Background: an optimization exercise with open tools, aiming at small area and a short achievable clock period. Do not read the settings as production practice. No run shown here included a check of the RTL's function; only the layout flow was run. No activity file was given, so power comes from the tool's default toggle rates.

[flow/design.v]
package poker_pkg;
    localparam int NUM_RANKS   = 13;
    localparam int NUM_SUITS   = 4;
    localparam int HOLE_CARDS  = 2;
    localparam int BOARD_CARDS = 5;
    localparam int RUN_LEN     = 5;
    localparam logic [3:0] CARD_MIN = 4'd2;
    localparam logic [3:0] CARD_MAX = 4'd14;
    localparam logic [4:0] CAT_ROYAL          = 5'd31;
    localparam logic [4:0] CAT_STRAIGHT_FLUSH = 5'd30;
    localparam logic [4:0] CAT_FOUR           = 5'd29;
    localparam logic [4:0] CAT_FULL_HOUSE     = 5'd28;
    localparam logic [4:0] CAT_FLUSH          = 5'd27;
    localparam logic [4:0] CAT_STRAIGHT       = 5'd26;
    localparam logic [4:0] CAT_THREE          = 5'd25;
    localparam logic [4:0] CAT_TWO_PAIR       = 5'd24;
    localparam logic [4:0] CAT_HIGH           = 5'd0;
    localparam logic [4:0] PAIR_BASE          = 5'd10;   
    localparam logic [3:0] HC_ROYAL          = 4'd0;
    localparam logic [3:0] HC_STRAIGHT_FLUSH = 4'd1;
    localparam logic [3:0] HC_FOUR           = 4'd2;
    localparam logic [3:0] HC_FULL_HOUSE     = 4'd3;
    localparam logic [3:0] HC_FLUSH          = 4'd4;
    localparam logic [3:0] HC_STRAIGHT       = 4'd5;
    localparam logic [3:0] HC_THREE          = 4'd6;
    localparam logic [3:0] HC_TWO_PAIR       = 4'd7;
    localparam logic [3:0] HC_PAIR           = 4'd8;
    localparam logic [3:0] HC_HIGH           = 4'd9;
endpackage
`timescale 1ns/1ns
module poker_eval_top (
    input  logic        clk,
    input  logic        rst_n,
    input  logic        in_valid,
    input  logic [11:0] hole_cards,
    input  logic [29:0] board_cards,
    output logic        out_valid,
    output logic [17:0] score
);
    function automatic logic [2:0] ge7of7(input logic [6:0] x);
        logic a2, a3, a4, b1, b2, b3;
        a2 = (x[0] | x[1]) & (x[2] | x[3]) | (x[0] & x[1]) | (x[2] & x[3]);
        a3 = (x[0] & x[1]) & (x[2] | x[3]) | (x[2] & x[3]) & (x[0] | x[1]);
        a4 = &x[3:0];
        b1 = |x[6:4];
        b2 = (x[4] & x[5]) | (x[6] & (x[4] | x[5]));
        b3 = &x[6:4];
        ge7of7 = {a4 & b3, (a4 & b2) | (a3 & b3), (a4 & b1) | (a3 & b2) | (a2 & b3)};
    endfunction
    function automatic logic [12:0] rank_hot(input logic [3:0] n);
        logic [12:0] h;
        for (int k = 0; k < 13; k++) h[k] = (n == 4'(k + 2));
        h[0]  = !n[3] && !n[2] && !n[0];
        h[1]  = !n[3] && !n[2] && n[0];
        h[12] = n[3] && n[2] && n[1];
        rank_hot = h;
    endfunction
    logic [41:0] cards;
    logic [12:0] dh [7];                 
    logic [1:0]  fs;                     
    logic [6:0]  inf;                    
    logic [2:0]  fcnt;                   
    logic        flush_d, clr1_d, clr2_d;
    logic [12:0] x0_d, x1_d, x2_d;
    assign cards = {board_cards, hole_cards};
    always_comb begin
        for (int i = 0; i < 7; i++)
            dh[i] = rank_hot(cards[6*i+2 +: 4]);
        for (int b = 0; b < 2; b++) begin
            logic [4:0] v;
            for (int i = 0; i < 5; i++) v[i] = cards[6*i + b];
            fs[b] = (v[0] & v[1] & (v[2] | v[3] | v[4])) | (v[0] & v[2] & (v[3] | v[4])) |
                    (v[0] & v[3] & v[4]) | (v[1] & v[2] & (v[3] | v[4])) | (v[1] & v[3] & v[4]) |
                    (v[2] & v[3] & v[4]);
        end
        for (int i = 0; i < 7; i++) inf[i] = (cards[6*i +: 2] == fs);
        fcnt    = ge7of7(inf);
        flush_d = fcnt[0];
        clr1_d  = !flush_d || fcnt[1];
        clr2_d  = !flush_d || fcnt[2];
        for (int k = 0; k < 13; k++) begin
            logic [1:0] a, b, c;
            a = 2'(dh[0][k]) + 2'(dh[1][k]) + 2'(dh[2][k]);
            b = 2'(dh[3][k]) + 2'(dh[4][k]) + 2'(dh[5][k]);
            c = 2'(a[0]) + 2'(b[0]) + 2'(dh[6][k]);
            x0_d[k] = c[0];
            x1_d[k] = (a[1] | b[1] | c[1]) & !((a[1] & b[1]) | (a[1] & c[1]) | (b[1] & c[1]));
            x2_d[k] = (dh[0][k] & inf[0]) | (dh[1][k] & inf[1]) | (dh[2][k] & inf[2]) | (dh[3][k] & inf[3]) |
                      (dh[4][k] & inf[4]) | (dh[5][k] & inf[5]) | (dh[6][k] & inf[6]);
        end
    end
    logic [12:0] x0, x1, x2;         
    logic        flush, clr1, clr2;
    logic        s1_valid;
    always_ff @(posedge clk) begin
        x0    <= x0_d;
        x1    <= x1_d;
        x2    <= x2_d;
        flush <= flush_d;
        clr1  <= clr1_d;
        clr2  <= clr2_d;
    end
    always_ff @(posedge clk or negedge rst_n) begin
        if (!rst_n) s1_valid <= 1'b0;
        else        s1_valid <= in_valid;
    end
    logic [12:0] m, sg, pr, tr, qd;     
    assign m  = x2 | (~{13{flush}} & (x0 | x1));   
    assign sg = x0 & ~x1;
    assign pr = x1 & ~x0;
    assign tr = x0 & x1;
    assign qd = x2 & ~x0 & ~x1;
    function automatic logic [3:0] hi_enc(input logic [12:0] x);
        logic [3:0] e;
        e = '0;
        for (int r = 0; r < 13; r++) if (x[r]) e = 4'(r + 1);
        hi_enc = e;
    endfunction
    function automatic logic [3:0] lo_enc(input logic [12:0] x);
        logic [3:0] e;
        e = '0;
        for (int r = 12; r >= 0; r--) if (x[r]) e = 4'(r + 1);
        lo_enc = e;
    endfunction
    function automatic logic [3:0] enc(input logic [12:0] x);
        logic [3:0] e;
        e = '0;
        for (int r = 0; r < 13; r++) if (x[r]) e = e | 4'(r + 1);
        enc = e;
    endfunction
    function automatic logic [38:0] above3(input logic [12:0] x);
        logic [12:0] one, two, thr;
        for (int r = 0; r < 13; r++) one[r] = |(x >> (r + 1));
        for (int r = 0; r < 13; r++) two[r] = |((x & one) >> (r + 1));
        for (int r = 0; r < 13; r++) thr[r] = |((x & two) >> (r + 1));
        above3 = {thr, two, one};
    endfunction
    logic [8:0]  win;
    logic        run_found;
    logic [12:0] run_low;
    always_comb begin
        for (int lo = 0; lo < 9; lo++) win[lo] = &m[lo +: 5];
        run_found = |win | (&{m[12], m[3:0]});
        run_low   = {4'b0, win & ~{1'b0, win[8:1]}};
    end
    logic [12:0] top5;
    always_comb begin
        logic [12:0] any_b, two_b;
        for (int k = 0; k < 13; k++) any_b[k] = |(m & ((13'd1 << k) - 13'd1));
        for (int k = 0; k < 13; k++) two_b[k] = |(m & any_b & ((13'd1 << k) - 13'd1));
        for (int k = 0; k < 13; k++)
            top5[k] = m[k] && !(clr1 && !any_b[k]) && !(clr2 && any_b[k] && !two_b[k]);
    end
    function automatic logic [3:0] xor_enc(input logic [12:0] x);
        logic [3:0] e;
        for (int b = 0; b < 4; b++) begin
            logic [12:0] sel;
            for (int r = 0; r < 13; r++) sel[r] = ((r + 1) >> b) & 1;
            e[b] = ^(x & sel);
        end
        xor_enc = e;
    endfunction
    logic        any_q, any_t, any_p, two_t, two_p;
    logic [3:0]  q_e, t_hi, t_2, p_hi, p_2, k4, s1, s2, s3;
    logic        is_four, is_fh, is_three, is_tp, is_pair;
    always_comb begin
        logic [38:0] sa, pa, ta;
        any_q = |qd;
        any_t = |tr;
        any_p = |pr;
        ta    = above3(tr);
        pa    = above3(pr);
        sa    = above3(sg);
        q_e   = enc(qd);
        t_hi  = hi_enc(tr);
        t_2   = enc(tr & ta[12:0]);                      
        p_hi  = hi_enc(pr);
        p_2   = enc(pr & pa[12:0] & ~pa[25:13]);         
        k4    = hi_enc(m & ~qd);
        two_t = |(tr & ta[12:0]);
        two_p = |(pr & pa[12:0]);
        s1    = hi_enc(sg | (pr & pa[25:13]));
        s2    = enc(sg & sa[12:0] & ~sa[25:13]);
        s3    = enc(sg & sa[25:13] & ~sa[38:26]);
        is_four  = any_q;
        is_fh    = !any_q && any_t && (two_t || any_p);
        is_three = any_t;
        is_tp    = two_p;
        is_pair  = any_p;
    end
    logic [4:0]  cat_d;
    logic [12:0] tb_d;
    always_comb begin
        logic nf, s_roy, s_sf, s_fl, s_four, s_fh, s_st, s_three, s_tp, s_pair, s_hi;
        nf      = !flush;
        s_roy   = flush && win[8];
        s_sf    = flush && run_found && !win[8];
        s_fl    = flush && !run_found;
        s_four  = is_four;
        s_fh    = is_fh;
        s_st    = nf && run_found;
        s_three = nf && !is_four && !is_fh && !run_found && is_three;
        s_tp    = nf && !run_found && !any_t && is_tp;
        s_pair  = nf && !any_q && !run_found && !any_t && !two_p && any_p;
        s_hi    = nf && !run_found && !any_t && !any_p && !any_q;
        cat_d = ({5{s_roy}}   & 5'd31) | ({5{s_sf}}  & 5'd30) | ({5{s_four}} & 5'd29) |
                ({5{s_fh}}    & 5'd28) | ({5{s_fl}}  & 5'd27) | ({5{s_st}}   & 5'd26) |
                ({5{s_three}} & 5'd25) | ({5{s_tp}}  & 5'd24) |
                ({5{s_pair}}  & (5'd10 + {1'b0, p_hi}));
        tb_d  = ({13{s_sf | s_st}}  & run_low) |
                ({13{s_fl | s_hi}}  & top5) |
                ({13{s_four}}       & {q_e, k4, 5'd0}) |
                ({13{s_fh}}         & {t_hi, two_t ? t_2 : p_hi, 5'd0}) |
                ({13{s_three}}      & {t_hi, s1, s2, 1'b0}) |
                ({13{s_tp}}         & {p_hi, p_2, s1, 1'b0}) |
                ({13{s_pair}}       & {s1, s2, s3, 1'b0});
    end
    always_ff @(posedge clk or negedge rst_n) begin
        if (!rst_n) begin
            score     <= '0;
            out_valid <= 1'b0;
        end else begin
            out_valid <= s1_valid;
            if (s1_valid) score <= {cat_d, tb_d};
        end
    end
endmodule
[flow/flow/run.sh]
#!/bin/bash
# Standard layout, with fast port buffers and timing repair aimed below the clock period.
set -euo pipefail
export BUFFER_PORTS_ARGS="-buffer_cell sky130_fd_sc_hd__buf_2"
export SETUP_SLACK_MARGIN=6
bash standard.sh > standard.log 2>&1
[flow/standard.sh]
#!/bin/bash
# synth_recipe.tcl (not shown) runs the flow's synth.tcl, then flattens the netlist and writes it again
# the make line also repeats each setting of config.mk as NAME=value (left out here)
make -C /OpenROAD-flow-scripts/flow DESIGN_CONFIG=/design/flow/config.mk WORK_HOME=/design/flow/orfs CLKGATE_MAP_FILE= SYNTH_SCRIPT=/design/flow/synth_recipe.tcl "${@:-finish}"
[flow/config.mk]
export PLATFORM = sky130hd
export DESIGN_NAME = poker_eval_top
export DESIGN_NICKNAME = poker_eval_top
export VERILOG_FILES = /design/flow/design.v
export SDC_FILE = /design/flow/constraint.sdc
export NUM_CORES = 4
export LEC_CHECK = 0
export ABC_AREA = 1
export CAP_MARGIN = 20
export CORE_MARGIN = 2
export CORE_UTILIZATION = 40
export CTS_BUF_LIST = sky130_fd_sc_hd__clkbuf_8
export PLACE_DENSITY = 0.7
export SLEW_MARGIN = 20
[flow/constraint.sdc]
create_clock -name core_clock -period 10.0 [get_ports {clk}]
set_input_delay 2.0000 -clock core_clock [delete_from_list [all_inputs] [get_ports {clk}]]
set_output_delay 2.0000 -clock core_clock [all_outputs]
set_load 0.01 [all_outputs]
==> results of run 1 <==
power groups by stage:
stage          Clock [µW]  Combinational (µW)  Sequential (µW)
6_report              248                 755              338
4_1_cts               252                 730              339
3_5_place_dp            0                 725              344
5_1_grt               264                 841              345
2_1_floorplan           0                 495              346
3_3_place_gp            0                 719              343
worst min-delay path, stage by stage (launching register included):
cell,delay (ps)
dfrtp_1,340
o21ai_1,60
inv_1,50
metal layers:
metal,vias to the layer above,part of all wire,GRT usage
li1,3958,-,-
met1,3636,0.41,0.326
met2,374,0.47,0.457
met3,74,0.065,0.0433
met4,0,0.049,0.143
met5,-,0,0
flip-flops by register name, summed over array words and instances (netlist names):
signal     count
s1_valid       1
out_valid      1
x0            13
clr1           1
flush          1
x1            13
clr2           1
x2            13
score         18
cell usage after synthesis, types with 2 or more instances:
| library cell | number |
|---|---|
| mux2i_1 | 7 |
| nor2_1 | 179 |
| nor2_4 | 6 |
| o21a_1 | 2 |
| o21ai_2 | 3 |
| nor3_1 | 18 |
| o21ai_0 | 54 |
| nor4_1 | 11 |
| dfxtp_1 | 42 |
| a21oi_1 | 55 |
| o21ai_1 | 10 |
| a21oi_2 | 4 |
| inv_2 | 11 |
| nand3_2 | 3 |
| o21ai_4 | 3 |
| o22ai_1 | 30 |
| or4_1 | 3 |
| dfrtp_1 | 20 |
| clkbuf_1 | 7 |
| o21bai_1 | 4 |
| fa_1 | 39 |
| nand2_2 | 23 |
| a221oi_1 | 2 |
| nor2_2 | 8 |
| nor3_2 | 4 |
| a21boi_0 | 2 |
| nand2_1 | 263 |
| o2111ai_1 | 9 |
| o211ai_1 | 9 |
| buf_2 | 3 |
| or2_2 | 5 |
| nand4_1 | 20 |
| inv_1 | 165 |
| xnor2_1 | 6 |
| a31oi_1 | 5 |
| nand3_1 | 88 |
| xor2_1 | 6 |
| nor3b_1 | 3 |
| o221ai_1 | 10 |
worst max path at each step:
| stage | from | to | slack [ps] | depth (start not counted) |
|---|---|---|---|---|
| floorplan | hole_cards[7] | x2[7] | 6060 | 11 |
| global placement | hole_cards[7] | clr2 | 5500 | 12 |
| detailed placement | hole_cards[7] | clr2 | 5440 | 12 |
| CTS | hole_cards[7] | clr2 | 6010 | 12 |
| global route | hole_cards[7] | clr1 | 6000 | 13 |
| finish | hole_cards[7] | clr2 | 6170 | 13 |
cells by family (layout without fill, tap and decap cells):
kind of cell | after synthesis | count (layout) | share of synthesized area
buffers and inverters | 190 | 263 | 0.101
adder cells (fa/ha/maj) | 40 | 40 | 0.110
AND/OR/NAND/NOR | 639 | 639 | 0.394
multiplexers | 7 | 7 | 0.00975
flip-flops | 62 | 62 | 0.187
AO/OA/AOI/OAI | 209 | 209 | 0.183
XOR/XNOR | 12 | 12 | 0.0146
final cells by class:
| cell class | count | area, µm² |
|---|---|---|
| Tap cell | 229 | 287 |
| Clock buffer | 9 | 124 |
| Multi-Input combinational cell | 907 | 5190 |
| Clock inverter | 7 | 96.3 |
| Fill cell | 1927 | 9680 |
| Inverter | 178 | 671 |
| Sequential cell | 62 | 1340 |
| Timing Repair Buffer | 69 | 385 |
through the flow:
| stage | setup WS [ps] | hold WS [ps] | instances |
|---|---|---|---|
| 2_1_floorplan | 6060 | 426 | 1159 |
| 4_1_cts | 6010 | 476 | 1456 |
| 3_3_place_gp | 5500 | 454 | 1440 |
| 6_report | 6170 | 479 | 1461 |
| 5_1_grt | 6000 | 511 | 1461 |
| 3_5_place_dp | 5440 | 460 | 1440 |
timing repair:
item                                    in CTS  in global routing
endpoints found under the setup margin       4                 14
buffers inserted                             0                  5
pin swaps                                    0                  2
gates resized for setup                      5                 11
==> qor.yml, run 1 <==
leakage_uw: 0.00376
grt_pass1_wl_um: 40600
r2r_start: "flush"
design_area_um2: 8100
yosys.area.top_type: "nand2_1"
grt_max_degree: 27
max_freq_mhz: 261
cp.buffers_inverters: 2
total_power_uw: 1340
max-cap-violations: 0
wl_per_cell_um: 17.5
cp_top_family: "simple AND/OR/NAND/NOR gates"
syn_avg_cell_area_um2: 6.20
synth.ff_latch_count: 62
r2r-end: "score[5]"
hold_viol: 0
die_h_um: 138
cts_hold_buf: 0
wirelength_um: 25600
tritoncts: "built"
clockRootBuffer: "clkbuf_8"
drcViolationCount: 0
reg2reg_depth: 16
coreArea_um2: 17800
cpMostUsedCell: "nor2_1"
cts_htree_levels: 3
path_class: "in -> reg"
min_to: "score[12]"
period_needed_ps: 3830
crit_path_start_kind: "input pin"
placed_area_um2: 7740
p_clk_frac: 0.185
ir_drop_v: 0.000104
fin_util: 0.455
critPathMaxFanout: 14
synth_fp_nets: 1244
yosys-top-cells-area: "nand2_1 (14%), dfxtp_1 (12%), fa_1 (11%), nor2_1 (9.3%), inv_1 (8.6%)"
pin_count: 64
rsz0062_at_grt: "no"
relSlewSlack: 0.431
powerDensity_nw_per_um2: 166
initial_core_util: 0.404
cts_sinks: 62
yosysSeqAreaShare: 0.187
layout_commonest_cell: "nand2_1"
grt.total_usage: 0.268
crit_slowest_cell: "or2_2"
via_count: 8042
die_area_um2: 19100
port_buffers: 63
hold_path.class: "reg -> reg"
clock_latency_ps: 360
crit_chain: "buf_2, or2_2, o211ai_1, nand2_1, a21oi_4, buf_12, xor2_2, nand2_4, nor2_2, nor2_1, nor2_1, a211o_2, o21ai_0"
overflow: 0
cp_data_required_time_ps: 10250
ys_async_sr_fraction: 0.323
synthDistinctLibCells: 56
clock_path_buffers: 2
postSynthCellCount: 1159
status: "no timing/DRC/antenna violations"
drt_iter0_drc: 722
syn_area_um2: 7190
yosys_most_used_dff: "dfxtp_1"
grt_pass1_vias: 7830
mostFrequentLayoutCells: "nand2_1 (258), nor2_1 (177), inv_1 (165), nand3_1 (86), buf_2 (63)"
synth_warnings: 2
diodes: 0
gp_congestion: 0.957
cp-end-kind: "flip-flop"
holdPathStages: 2
nets: 1312
rows: 49
combPwrFrac: 0.563
switching_power_uw: 670
hold_start: "score[12]"
antenna_found_initial: 0
drv_slew: 0
cts_made_buffers: 9
setup_viol: 0
crit_path_max_incr_delay_ps: 330
p_int_uw: 671
path_clk_slew_ps: 80
period_share: 0.383
reg2reg_slack_ps: 6340
synthToLayoutAreaGrowth_pct: 12.6
worst_ep_arrival_time_ps: 4080
drive_above_1_share: 0.139
tns_ps: 0
p_sw_frac: 0.499
synth-edff-count: 0
tightest_slew_ps: 852
firstDrtPassIters: 6
dp_hpwl_um: 21900
skew_ps: 13.3
seq_power_share: 0.252
synth_top_area_frac: 0.137
viasPerCell: 5.50
antenna_left: 0
die_w_um: 138
==> run 2: changes to the inputs <==
--- a/flow/flow/run.sh
+++ b/flow/flow/run.sh
@@ -4,3 +4,3 @@
 export BUFFER_PORTS_ARGS="-buffer_cell sky130_fd_sc_hd__buf_2"
-export SETUP_SLACK_MARGIN=6
+export SETUP_SLACK_MARGIN=6.3
 bash standard.sh > standard.log 2>&1
==> qor.yml, run 2 <==
status: "no timing/DRC/antenna violations"
synth.ff_latch_count: 62  # unchanged
cts_made_buffers: 9  # unchanged
clock_latency_ps: 360  # about the same
via_count: 8176  # +1.7%
hold_viol: 0  # unchanged
synthDistinctLibCells: 56  # unchanged
postSynthCellCount: 1159  # unchanged
viasPerCell: 5.51  # about the same
synth_top_area_frac: 0.137  # unchanged
worst_slack_ps: 6290  # +121 ps
powerDensity_nw_per_um2: 158  # -4.4%
synth_warnings: 2  # unchanged
cts_htree_levels: 3  # unchanged
path_class: "in -> reg"
drive_above_1_share: 0.175  # +0.0364
worst_ep_arrival_time_ps: 3930  # -150 ps
seq_area_um2: 1340  # unchanged
yosys_most_used_dff: "dfxtp_1"
critPathMaxFanout: 8  # -6
yosys.area.top_type: "nand2_1"
tritoncts: "built"
total_power_uw: 1350  # +0.40%
cp-end-kind: "flip-flop"
cts_sinks: 62  # unchanged
crit_path_start_kind: "input pin"
overflow: 0  # unchanged
tns_ps: 0  # unchanged
hold_path.class: "reg -> reg"
layout_commonest_cell: "nand2_1"
syn_area_um2: 7190  # unchanged
period_needed_ps: 3710  # -121 ps
pin_count: 64  # unchanged
die_w_um: 138  # unchanged
initial_core_util: 0.404  # unchanged
die_area_um2: 19100  # unchanged
drt_iter0_drc: 632  # -12%
wl_per_cell_um: 16.9  # -3.6%
relSlewSlack: 0.464  # +0.0325
diodes: 0  # unchanged
max-cap-violations: 0  # unchanged
synthToLayoutAreaGrowth_pct: 18.2
pre_cts_slack_ps: 5550  # +105 ps
synth_fp_nets: 1244  # unchanged
nets: 1336  # +1.8%
crit_slowest_cell: "or4_1"
drcViolationCount: 0  # unchanged
path_clk_slew_ps: 80  # about the same
clock_path_buffers: 2  # unchanged
crit_path_max_incr_delay_ps: 480  # +150 ps
die_h_um: 138  # unchanged
port_buffers: 63  # unchanged
largest_register_ffs: 18  # unchanged
post-synth-top-count-cell: "nand2_1"
cts_hold_buf: 0  # unchanged
multi_input_area_um2: 5330  # +2.7%
synth-edff-count: 0  # unchanged
tightest_slew_ps: 798  # -53.7 ps
skew_ps: 14.7  # +1.35 ps
grt.total_usage: 0.254  # -0.0141
final_cell_count_no_fill: 1485  # +1.6%
drv_slew: 0  # unchanged
crit_chain: "buf_8, or2_4, o211ai_1, nand2_1, a21oi_4, buf_12, xor2_2, nand2_2, buf_12, buf_8, o22ai_2, or4_1"
numPlacedInstances: 1441  # +0.069%
largest_register: "score"
max_freq_mhz: 270  # +3.3%
dp_hpwl_um: 20900  # -4.6%
grt_pass1_wl_um: 38600  # -5.0%
setup_viol: 0  # unchanged
rows: 49  # unchanged
period_share: 0.371  # -0.0121
leakage_uw: 0.00395  # +5.1%
yosysSeqAreaShare: 0.187  # unchanged
grt_pass1_vias: 7492  # -4.3%
rsz0062_at_grt: "yes"
wirelength_um: 25100  # -2.0%
clockRootBuffer: "clkbuf_8"
yosys-top-cells-area: "nand2_1 (14%), dfxtp_1 (12%), fa_1 (11%), nor2_1 (9.3%), inv_1 (8.6%)"
syn_avg_cell_area_um2: 6.20  # unchanged
ir_drop_v: 0.000113  # +8.8%
antenna_left: 0  # unchanged
cp_data_required_time_ps: 10220  # -30 ps
mostFrequentLayoutCells: "nand2_1 (257), nor2_1 (170), inv_1 (165), nand3_1 (85), buf_2 (59)"
hold_ws_ps: 470  # -9.00 ps
antenna_found_initial: 0  # unchanged
coreArea_um2: 17800  # unchanged
gp_congestion: 0.959  # +0.14%
synth_common_cells: "nand2_1 (263), nor2_1 (179), inv_1 (165)"
firstDrtPassIters: 5  # -1
grt_max_degree: 27  # unchanged
fill_cells: 1848  # -4.1%
ys_async_sr_fraction: 0.323  # unchanged
-- run 2: cell counts after synthesis --
Identical to the previous run, type by type.
-- run 2: stage by stage --
step / cell area, µm² / util
floorplan: 7240 / -
global placement: 7770 / 0.437
detailed placement: 7770 / 0.437
CTS: 8170 / 0.459
global route: 8500 / 0.478
finish: 8500 / 0.478
-- run 2: kinds of logic (layout without fill, tap and decap cells) --
kind of cell               Yosys count  after routing  share of synthesized area
and+or+nand+nor                    639            639                      0.394
adders and majority gates           40             40                      0.110
muxes                                7              7                    0.00975
xor gates and xnor gates            12             12                     0.0146
AOI/OAI and AO/OA                  209            209                      0.183
DFF                                 62             62                      0.187
buffers and inverters              190            287                      0.101
-- run 2: per-layer routing --
layer / track usage / part of all wire / vias up
met2: 0.432 / 0.47 / 394
met4: 0.128 / 0.052 / 0
li1: - / - / 4007
met3: 0.0308 / 0.066 / 89
met1: 0.320 / 0.41 / 3686
met5: 0 / 0 / -
-- run 2: power breakdown --
part / switching, µW / internal (µW)
clock: 100 / 119
combinational: 529 / 263
sequential: 36.0 / 299
total: 665 / 681
-- run 2: timing repair --
item	4_1_cts	5_1_grt
endpoints found under the hold margin	0	0
buffers inserted	12	16
resized for setup	16	37
pin swaps	5	10
endpoints found under the setup margin	16	18
-- run 2: worst paths after layout --
check	startpoint	end	slack, ps	cells after the start
hold reg to reg	score[11]	score[11]	470	2
max in group asynchronous	rst_n	score[5]	8120	1
hold / removal	score[11]	score[11]	470	2
min in group asynchronous	rst_n	score[8]	1570	1
setup reg to reg	flush	score[10]	6810	15
setup / recovery	hole_cards[7]	x2[4]	6290	12
-- run 2: cell type report --
class	instances	area share
tap	229	0.0337
sequential	62	0.158
multi-input combinational	907	0.627
clock inverter	6	0.00648
timing repair buffer	93	0.0801
clock buffer	10	0.0162
inverter	178	0.0789
-- run 2: critical path, delay by kind of cell --
kind | cells | cell delay, ps
xor gates and xnor gates | 1 | 80
AOI/OAI and AO/OA | 3 | 380
buffers and inverters | 4 | 500
and+or+nand+nor | 4 | 940

separate check: timing with driven ports:
Ports are ideal in the flow. The routed layouts listed here were re-timed in OpenROAD.
Step 1: set_driving_cell puts a clkbuf_16 on clk and a buf_2 on each other input, an assumption about the parent block.
Step 2 times the ports against the registers' clock, not the clock port: input delays grow and output delays shrink by t, the midpoint of the rising clock arrivals with the driver on.
Three values: ideal, step 1, step 2; two values: the first two.
run | shift t [ns] | setup slack, ns | hold slack, ns | slew at the worst register clock pin (ns) | worst data-port slew with drivers (ns)
run 1 | 0.395 | 6.171 / 6.189 / 5.795 | 0.479 / 0.479 / 0.479 | 0.08 / 0.08 | 0.03
run 2 | 0.393 | 6.293 / 6.294 / 5.901 | 0.470 / 0.470 / 0.470 | 0.08 / 0.08 | 0.05
After both steps setup and hold are still met in every run listed. For run 2, which loses most, drivers alone change the setup slack by +0.001 ns; drivers and shift together by -0.392 ns.
